This design comes from an exercise in tuning for small area on the open sky130 flow, not from production work. The RTL was checked by simulation tests, not by an equivalence proof against the original design. Power is estimated from default activity; no workload was simulated.

Setup of run D:
// regfile_mp
module regfile_mp
#(
    parameter int DATA_W = DEF_DATA_W,
    parameter int ADDR_W = DEF_ADDR_W,
    parameter int NUM_RD = 2
) (
    input  logic                     clk,
    input  logic                     reset_n,
    input  logic                     we,
    input  logic [ADDR_W-1:0]        wa,
    input  logic [DATA_W-1:0]        wd,
    input  logic [NUM_RD*ADDR_W-1:0] ra,
    output logic [NUM_RD*DATA_W-1:0] rd,
    output logic [NUM_RD-1:0]        rd_busy,
    input  logic                     rsv_req,
    input  logic [ADDR_W-1:0]        rsv_addr,
    output logic                     rsv_ok,
    output logic [ADDR_W:0]          busy_cnt
);
Size in the first run: about 1000 flip-flops, roughly 130 I/O pins.
Settings: LEC_CHECK=0, CAP_MARGIN=20, CORE_MARGIN=2, CORE_UTILIZATION=40, SLEW_MARGIN=20, SYNTH_HIERARCHICAL=1; clock period 6.0 ns.
standard.sh (not shown) runs the stock make flow with config.mk's settings and CLKGATE_MAP_FILE= SYNTH_SCRIPT=/design/flow/synth_recipe.tcl, a recipe that flattens the netlist after the stock synthesis.
==> flow/flow/run.sh <==
#!/bin/bash
# Own layout flow: the standard flow (standard.sh) with two changes after
# synthesis, which itself runs unchanged:
#  - port buffers use buf_1 instead of the slow clkdlybuf4s50_1 delay cell;
#  - clock tree synthesis inserts no dummy loads and uses clkbuf_16 leaf
#    buffers on clusters of up to 25 sinks.
# Each tool's output goes to a log file of its own in this folder.
set -euo pipefail
bash standard.sh synth > synth.log 2>&1
export BUFFER_PORTS_ARGS="-buffer_cell sky130_fd_sc_hd__buf_1"
export CTS_ARGS="-sink_clustering_enable -repair_clock_nets -dont_use_dummy_load -buf_list {sky130_fd_sc_hd__clkbuf_16} -sink_clustering_size 25 -sink_clustering_max_diameter 100"
bash standard.sh > layout.log 2>&1
Input changes introduced in run R (baseline for comparison: run D):
==> flow/run.sh (new file) <==
#!/bin/bash
# synth_recipe.tcl (not shown) runs the flow's synth.tcl, then flattens the netlist and writes it again
# the make line also repeats each setting of config.mk as NAME=value (left out here)
make -C /OpenROAD-flow-scripts/flow DESIGN_CONFIG=/design/flow/config.mk WORK_HOME=/design/flow/orfs CLKGATE_MAP_FILE= SYNTH_SCRIPT=/design/flow/synth_recipe.tcl finish
--- a/flow/config.mk
+++ b/flow/config.mk
@@ -10,2 +10,5 @@
 export CORE_UTILIZATION = 40
+export CTS_BUF_LIST = sky130_fd_sc_hd__clkbuf_16
+export CTS_CLUSTER_DIAMETER = 100
+export CTS_CLUSTER_SIZE = 25
 export SLEW_MARGIN = 20
removed: flow/flow/run.sh
removed: flow/standard.sh
### Flow results
Run R: flow complete, layout not clean; failing: negative setup slack. | critical path depth | run R vs run D | 1 higher |. Compared to run D, run R has number of clock buffers in the layout 2 higher. Comparing run R with run D, the sequential power came out essentially unchanged. For run R, the end point of the critical path was rd[12], unlike run D, where it was rd[51]. Area fraction of clock buffers and clock inverters of run D is on par with run R. When run R is set beside run D, its cell area turns out to be 5.8% larger. Power: run R worse than run D.


run a:
The RTL this note starts from:
==> flow/design.v <==
package regfile_pkg;
    localparam int DEF_DATA_W = 32;
    localparam int DEF_ADDR_W = 5;
    localparam int REG_ZERO   = 0;
endpackage
module rf_o22ai (input logic a1, a2, b1, b2, output logic y);
    assign y = ~((a1 | a2) & (b1 | b2));
endmodule
module rf_a222oi (input logic a1, a2, b1, b2, c1, c2, output logic y);
    assign y = ~((a1 & a2) | (b1 & b2) | (c1 & c2));
endmodule
module rf_inv (input logic a, output logic y);
    assign y = ~a;
endmodule
module rf_nand2 (input logic a, b, output logic y);
    assign y = ~(a & b);
endmodule
module rf_nand3 (input logic a, b, c, output logic y);
    assign y = ~(a & b & c);
endmodule
module rf_nand4 (input logic a, b, c, d, output logic y);
    assign y = ~(a & b & c & d);
endmodule
module rf_or2 (input logic a, b, output logic y);
    assign y = a | b;
endmodule
module rf_nor2 (input logic a, b, output logic y);
    assign y = ~(a | b);
endmodule
module rf_xor2 (input logic a, b, output logic y);
    assign y = a ^ b;
endmodule
module rf_xnor2 (input logic a, b, output logic y);
    assign y = ~(a ^ b);
endmodule
module rf_mux2i (input logic a0, a1, s, output logic y);
    assign y = ~(s ? a1 : a0);
endmodule
module rf_sel31 (input logic [31:1] sel, input logic [31:1] d, output logic y);
    logic [10:0] t;
    logic [1:0]  u;
    logic        w;
    genvar g;
    generate
        for (g = 0; g < 10; g++) begin : g_l1
            rf_a222oi u_a (.a1(sel[3*g+1]), .a2(d[3*g+1]),
                           .b1(sel[3*g+2]), .b2(d[3*g+2]),
                           .c1(sel[3*g+3]), .c2(d[3*g+3]), .y(t[g]));
        end
    endgenerate
    rf_nand2 u_n31 (.a(sel[31]), .b(d[31]), .y(t[10]));
    rf_nand4 u_u0 (.a(t[0]), .b(t[1]), .c(t[2]), .d(t[3]), .y(u[0]));
    rf_nand4 u_u1 (.a(t[4]), .b(t[5]), .c(t[6]), .d(t[7]), .y(u[1]));
    rf_nor2  u_w  (.a(u[0]), .b(u[1]), .y(w));
    rf_nand4 u_y  (.a(w), .b(t[8]), .c(t[9]), .d(t[10]), .y(y));
endmodule
module rf_dec31 (input logic [3:0] pa, input logic [7:0] pb, output logic [31:1] sel);
    genvar g;
    generate
        for (g = 1; g < 32; g++) begin : g_s
            logic n;
            rf_nand2 u_n (.a(pa[g % 4]), .b(pb[g / 4]), .y(n));
            rf_inv   u_i (.a(n), .y(sel[g]));
        end
    endgenerate
endmodule
module rf_dec31w (input logic [3:0] pa_n, input logic [7:0] pb_n,
                  output logic [31:1] sel, output logic [31:1] sel_n);
    genvar g;
    generate
        for (g = 1; g < 32; g++) begin : g_s
            rf_or2 u_n (.a(pa_n[g % 4]), .b(pb_n[g / 4]), .y(sel_n[g]));
            rf_inv u_i (.a(sel_n[g]), .y(sel[g]));
        end
    endgenerate
endmodule
import regfile_pkg::*;
module regfile_scoreboard
#(
    parameter int ADDR_W = DEF_ADDR_W
) (
    input  logic                    clk,
    input  logic                    reset_n,
    input  logic                    we,
    input  logic [ADDR_W-1:0]       wa,
    input  logic                    rsv_req,
    input  logic [ADDR_W-1:0]       rsv_addr,
    output logic                    rsv_ok,
    output logic [(1<<ADDR_W)-1:1]  busy,
    output logic [ADDR_W:0]         busy_cnt
);
    localparam int DEPTH = 1 << ADDR_W;
    logic [DEPTH-1:1] busy_reg;
    logic [DEPTH-1:1] busy_next;
    logic [DEPTH-1:1] rq;
    logic [DEPTH-1:1] sel;    
    logic [3:0]       qa;
    logic [7:0]       qb;
    logic [ADDR_W:0]  cnt_reg;
    logic             rsv_hit, wr_clear;
    for (genvar j = 0; j < 4; j++) begin : g_qa
        assign qa[j] = rsv_req && (rsv_addr[1:0] == 2'(j));
    end
    for (genvar k = 0; k < 8; k++) begin : g_qb
        assign qb[k] = (rsv_addr[4:2] == 3'(k));
    end
    genvar gi;
    generate
        for (gi = 1; gi < DEPTH; gi++) begin : g_busy
            logic ntake;
            assign rq[gi]  = qa[gi % 4] && qb[gi / 4];
            assign sel[gi] = (we && wa == ADDR_W'(gi)) || !reset_n;
            assign ntake  = !(reset_n && rq[gi]);
            rf_mux2i u_nx (.a0(ntake), .a1(sel[gi]), .s(busy_reg[gi]), .y(busy_next[gi]));
        end
    endgenerate
    rf_sel31 u_rhit (.sel(rq), .d(busy_reg), .y(rsv_hit));
    rf_sel31 u_wclr (.sel(sel), .d(busy_reg), .y(wr_clear));
    assign rsv_ok = rsv_req && (rsv_addr != '0) && !rsv_hit;
    always_ff @(posedge clk) begin
        busy_reg <= busy_next;
        if (!reset_n)
            cnt_reg <= '0;
        else if (rsv_ok != wr_clear)
            cnt_reg <= rsv_ok ? cnt_reg + 1'b1 : cnt_reg - 1'b1;
    end
    assign busy     = busy_reg;
    assign busy_cnt = cnt_reg;
endmodule
import regfile_pkg::*;
module regfile_mp
#(
    parameter int DATA_W = DEF_DATA_W,
    parameter int ADDR_W = DEF_ADDR_W,
    parameter int NUM_RD = 2
) (
    input  logic                     clk,
    input  logic                     reset_n,
    input  logic                     we,
    input  logic [ADDR_W-1:0]        wa,
    input  logic [DATA_W-1:0]        wd,
    input  logic [NUM_RD*ADDR_W-1:0] ra,
    output logic [NUM_RD*DATA_W-1:0] rd,
    output logic [NUM_RD-1:0]        rd_busy,
    input  logic                     rsv_req,
    input  logic [ADDR_W-1:0]        rsv_addr,
    output logic                     rsv_ok,
    output logic [ADDR_W:0]          busy_cnt
);
    localparam int DEPTH = 1 << ADDR_W;
    localparam int HALF  = DATA_W / 2;
    logic                phase;
    logic [1:0]          phase_n, rst;
    logic [DATA_W-1:0]   nwp;
    logic [DEPTH-1:1]    sel, nsel;
    logic [DEPTH-1:1]    busy_vec;
    logic [DATA_W-1:0]   col [DEPTH-1:1];        
    logic [3:0]          sa_n;
    logic [7:0]          sb_n;
    always_ff @(posedge clk)
        phase <= reset_n && !phase;
    rf_inv u_ph0 (.a(phase), .y(phase_n[0]));
    rf_inv u_ph1 (.a(phase), .y(phase_n[1]));
    rf_inv u_rs0 (.a(reset_n), .y(rst[0]));
    rf_inv u_rs1 (.a(reset_n), .y(rst[1]));
    for (genvar j = 0; j < 4; j++) begin : g_wa
        assign sa_n[j] = !(we && (wa[1:0] == 2'(j))) && reset_n;
    end
    for (genvar k = 0; k < 8; k++) begin : g_wb
        assign sb_n[k] = (wa[4:2] != 3'(k)) && reset_n;
    end
    rf_dec31w u_wdec (.pa_n(sa_n), .pb_n(sb_n), .sel(sel), .sel_n(nsel));
    regfile_scoreboard #(
        .ADDR_W (ADDR_W)
    ) u_scoreboard (
        .clk      (clk),
        .reset_n  (reset_n),
        .we       (we),
        .wa       (wa),
        .rsv_req  (rsv_req),
        .rsv_addr (rsv_addr),
        .rsv_ok   (rsv_ok),
        .busy     (busy_vec),
        .busy_cnt (busy_cnt)
    );
    genvar gi, gj, gk;
    generate
        for (gj = 0; gj < DATA_W; gj++) begin : g_col
            logic y;
            rf_xnor2 u_x (.a(wd[gj]), .b(phase_n[gj / HALF]), .y(y));
            rf_or2   u_o (.a(y), .b(rst[gj / HALF]), .y(nwp[gj]));
        end
        for (gi = 1; gi < DEPTH; gi++) begin : g_row
            logic [DATA_W-1:0] q, d;
            for (gj = 0; gj < DATA_W; gj++) begin : g_bit
                rf_o22ai u_d (.a1(q[gj]), .a2(sel[gi]), .b1(nsel[gi]), .b2(nwp[gj]), .y(d[gj]));
            end
            always_ff @(posedge clk)
                q <= d;
            assign col[gi] = q;
        end
        for (gk = 0; gk < NUM_RD; gk++) begin : g_rd
            logic [ADDR_W-1:0] ra_k;
            logic [3:0]        pa;
            logic [7:0]        pb;
            logic [DEPTH-1:1]  rsel;
            logic              flip_n;
            logic [1:0]        flip;
            assign ra_k = ra[gk*ADDR_W +: ADDR_W];
            for (genvar j = 0; j < 4; j++) begin : g_pa
                assign pa[j] = (ra_k[1:0] == 2'(j));
            end
            for (genvar k = 0; k < 8; k++) begin : g_pb
                assign pb[k] = (ra_k[4:2] == 3'(k));
            end
            rf_dec31 u_rdec (.pa(pa), .pb(pb), .sel(rsel));
            rf_nand2 u_fn (.a(phase), .b(ra_k != '0), .y(flip_n));
            rf_inv   u_f0 (.a(flip_n), .y(flip[0]));
            rf_inv   u_f1 (.a(flip_n), .y(flip[1]));
            for (gj = 0; gj < DATA_W; gj++) begin : g_bit
                logic [DEPTH-1:1] dcol;
                logic             m;
                for (gi = 1; gi < DEPTH; gi++) begin : g_tap
                    assign dcol[gi] = col[gi][gj];
                end
                rf_sel31 u_sel (.sel(rsel), .d(dcol), .y(m));
                rf_xor2  u_out (.a(m), .b(flip[gj / HALF]), .y(rd[gk*DATA_W + gj]));
            end
            rf_sel31 u_bsel (.sel(rsel), .d(busy_vec), .y(rd_busy[gk]));
        end
    endgenerate
endmodule
export LEC_CHECK = 0
export CAP_MARGIN = 20
export CORE_MARGIN = 2
export CORE_UTILIZATION = 55
export GPL_TIMING_DRIVEN = 0
export SETUP_SLACK_MARGIN = 0.3
export SLEW_MARGIN = 20
export SYNTH_HIERARCHICAL = 1
create_clock -name core_clock -period 6.0 [get_ports {clk}]
==> flow/flow/run.sh <==
#!/bin/bash
# Own layout flow: the standard flow (standard.sh) with these changes after
# synthesis, which itself runs unchanged:
#  - combinational cells are swapped for the stronger cell of the same
#    footprint and area (inv_1 -> inv_2, ...), see upsize.tcl;
#  - port buffers use buf_1 instead of the slow clkdlybuf4s50_1 delay cell;
#  - clock tree synthesis inserts no dummy loads and uses clkbuf_16 leaf
#    buffers on clusters of up to 25 sinks.
# Each tool's output goes to a log file of its own in this folder.
set -euo pipefail
bash standard.sh synth > synth.log 2>&1
RES=orfs/results/sky130hd/regfile_mp/base
UPSIZE_ODB=$RES/1_synth.odb openroad -no_init -exit flow/upsize.tcl > upsize.log 2>&1
touch $RES/1_synth.sdc
export BUFFER_PORTS_ARGS="-buffer_cell sky130_fd_sc_hd__buf_1"
export CTS_ARGS="-sink_clustering_enable -repair_clock_nets -dont_use_dummy_load -buf_list {sky130_fd_sc_hd__clkbuf_16} -sink_clustering_size 25 -sink_clustering_max_diameter 100"
bash standard.sh > layout.log 2>&1
==> flow/flow/upsize.tcl <==
# Swap each combinational cell for the stronger cell of the same footprint
# and the same area (inv_1 -> inv_2, or2_1 -> or2_2, ...). Registers and
# every other cell are left as synthesis made them.
set swaps {
  inv_1 inv_2  or2_0 or2_2  or2_1 or2_2  and2_0 and2_1  mux2_1 mux2_2
  o21ai_0 o21ai_1  a21boi_0 a21boi_1  a21bo_1 a21bo_2  a31o_1 a31o_2
  and4bb_1 and4bb_2  o211a_1 o211a_2  o21ba_1 o21ba_2  o221a_1 o221a_2
  o311ai_0 o311ai_1  or3b_1 or3b_2  or4b_1 or4b_2
}
set odb $::env(UPSIZE_ODB)
read_db $odb
set db [ord::get_db]
set n 0
foreach {from to} $swaps {
  set m [$db findMaster sky130_fd_sc_hd__$to]
  foreach inst [[ord::get_db_block] getInsts] {
    if {[[$inst getMaster] getName] eq "sky130_fd_sc_hd__$from"} {
      $inst swapMaster $m
      incr n
    }
  }
}
puts "upsize: swapped $n cells"
write_db $odb
> inputs changed (run a -> run b)
- changing CORE_UTILIZATION from 55 to 40
[summary]
- The overall track demand over capacity in global routing of run b is lower than that of run a.
- Run b vs. run a: via count of the first global-routing pass went down by about 6%.
- Between run a and run b, the difference in power is negligible.
- From run a to run b the numbers moved as follows: wire length has decreased, total leakage power has remained practically unchanged, minimum period implied by the final worst setup slack has increased, final-layout setup total negative slack has remained practically unchanged.

static timing again, ports no longer ideal:
In the flow no input, the clock included, has a driving cell. The finished layouts below were timed again as built, in two steps. Step 1: set_driving_cell puts a clkbuf_16 on clk and a buf_2 on each other input, an assumption about the parent block. Step 2 moves the port delays by t, midway between the first and last clock arrival at a register: inputs arrive t later, outputs are due t later. That takes back most of the time a late clock gives input paths. a / b / c = ideal / step 1 / step 2; a / b = the first two.
run	shift t [ns]	setup WS [ns]	latest minus earliest clock arrival (ns)	worst data-port slew with drivers (ns)
run D	0.688	0.278 / 0.249 / 0.249	0.071 / 0.070	0.17
run R	0.714	-0.011 / -0.114 / -0.114	0.035 / 0.035	0.11
run a	0.713	0.322 / 0.195 / 0.195	0.044 / 0.044	0.14
run b	0.728	0.196 / 0.171 / 0.171	0.060 / 0.060	0.16
The setup slack of run a, which loses most, moves by -0.127 ns with the drivers and by -0.127 ns with both steps.
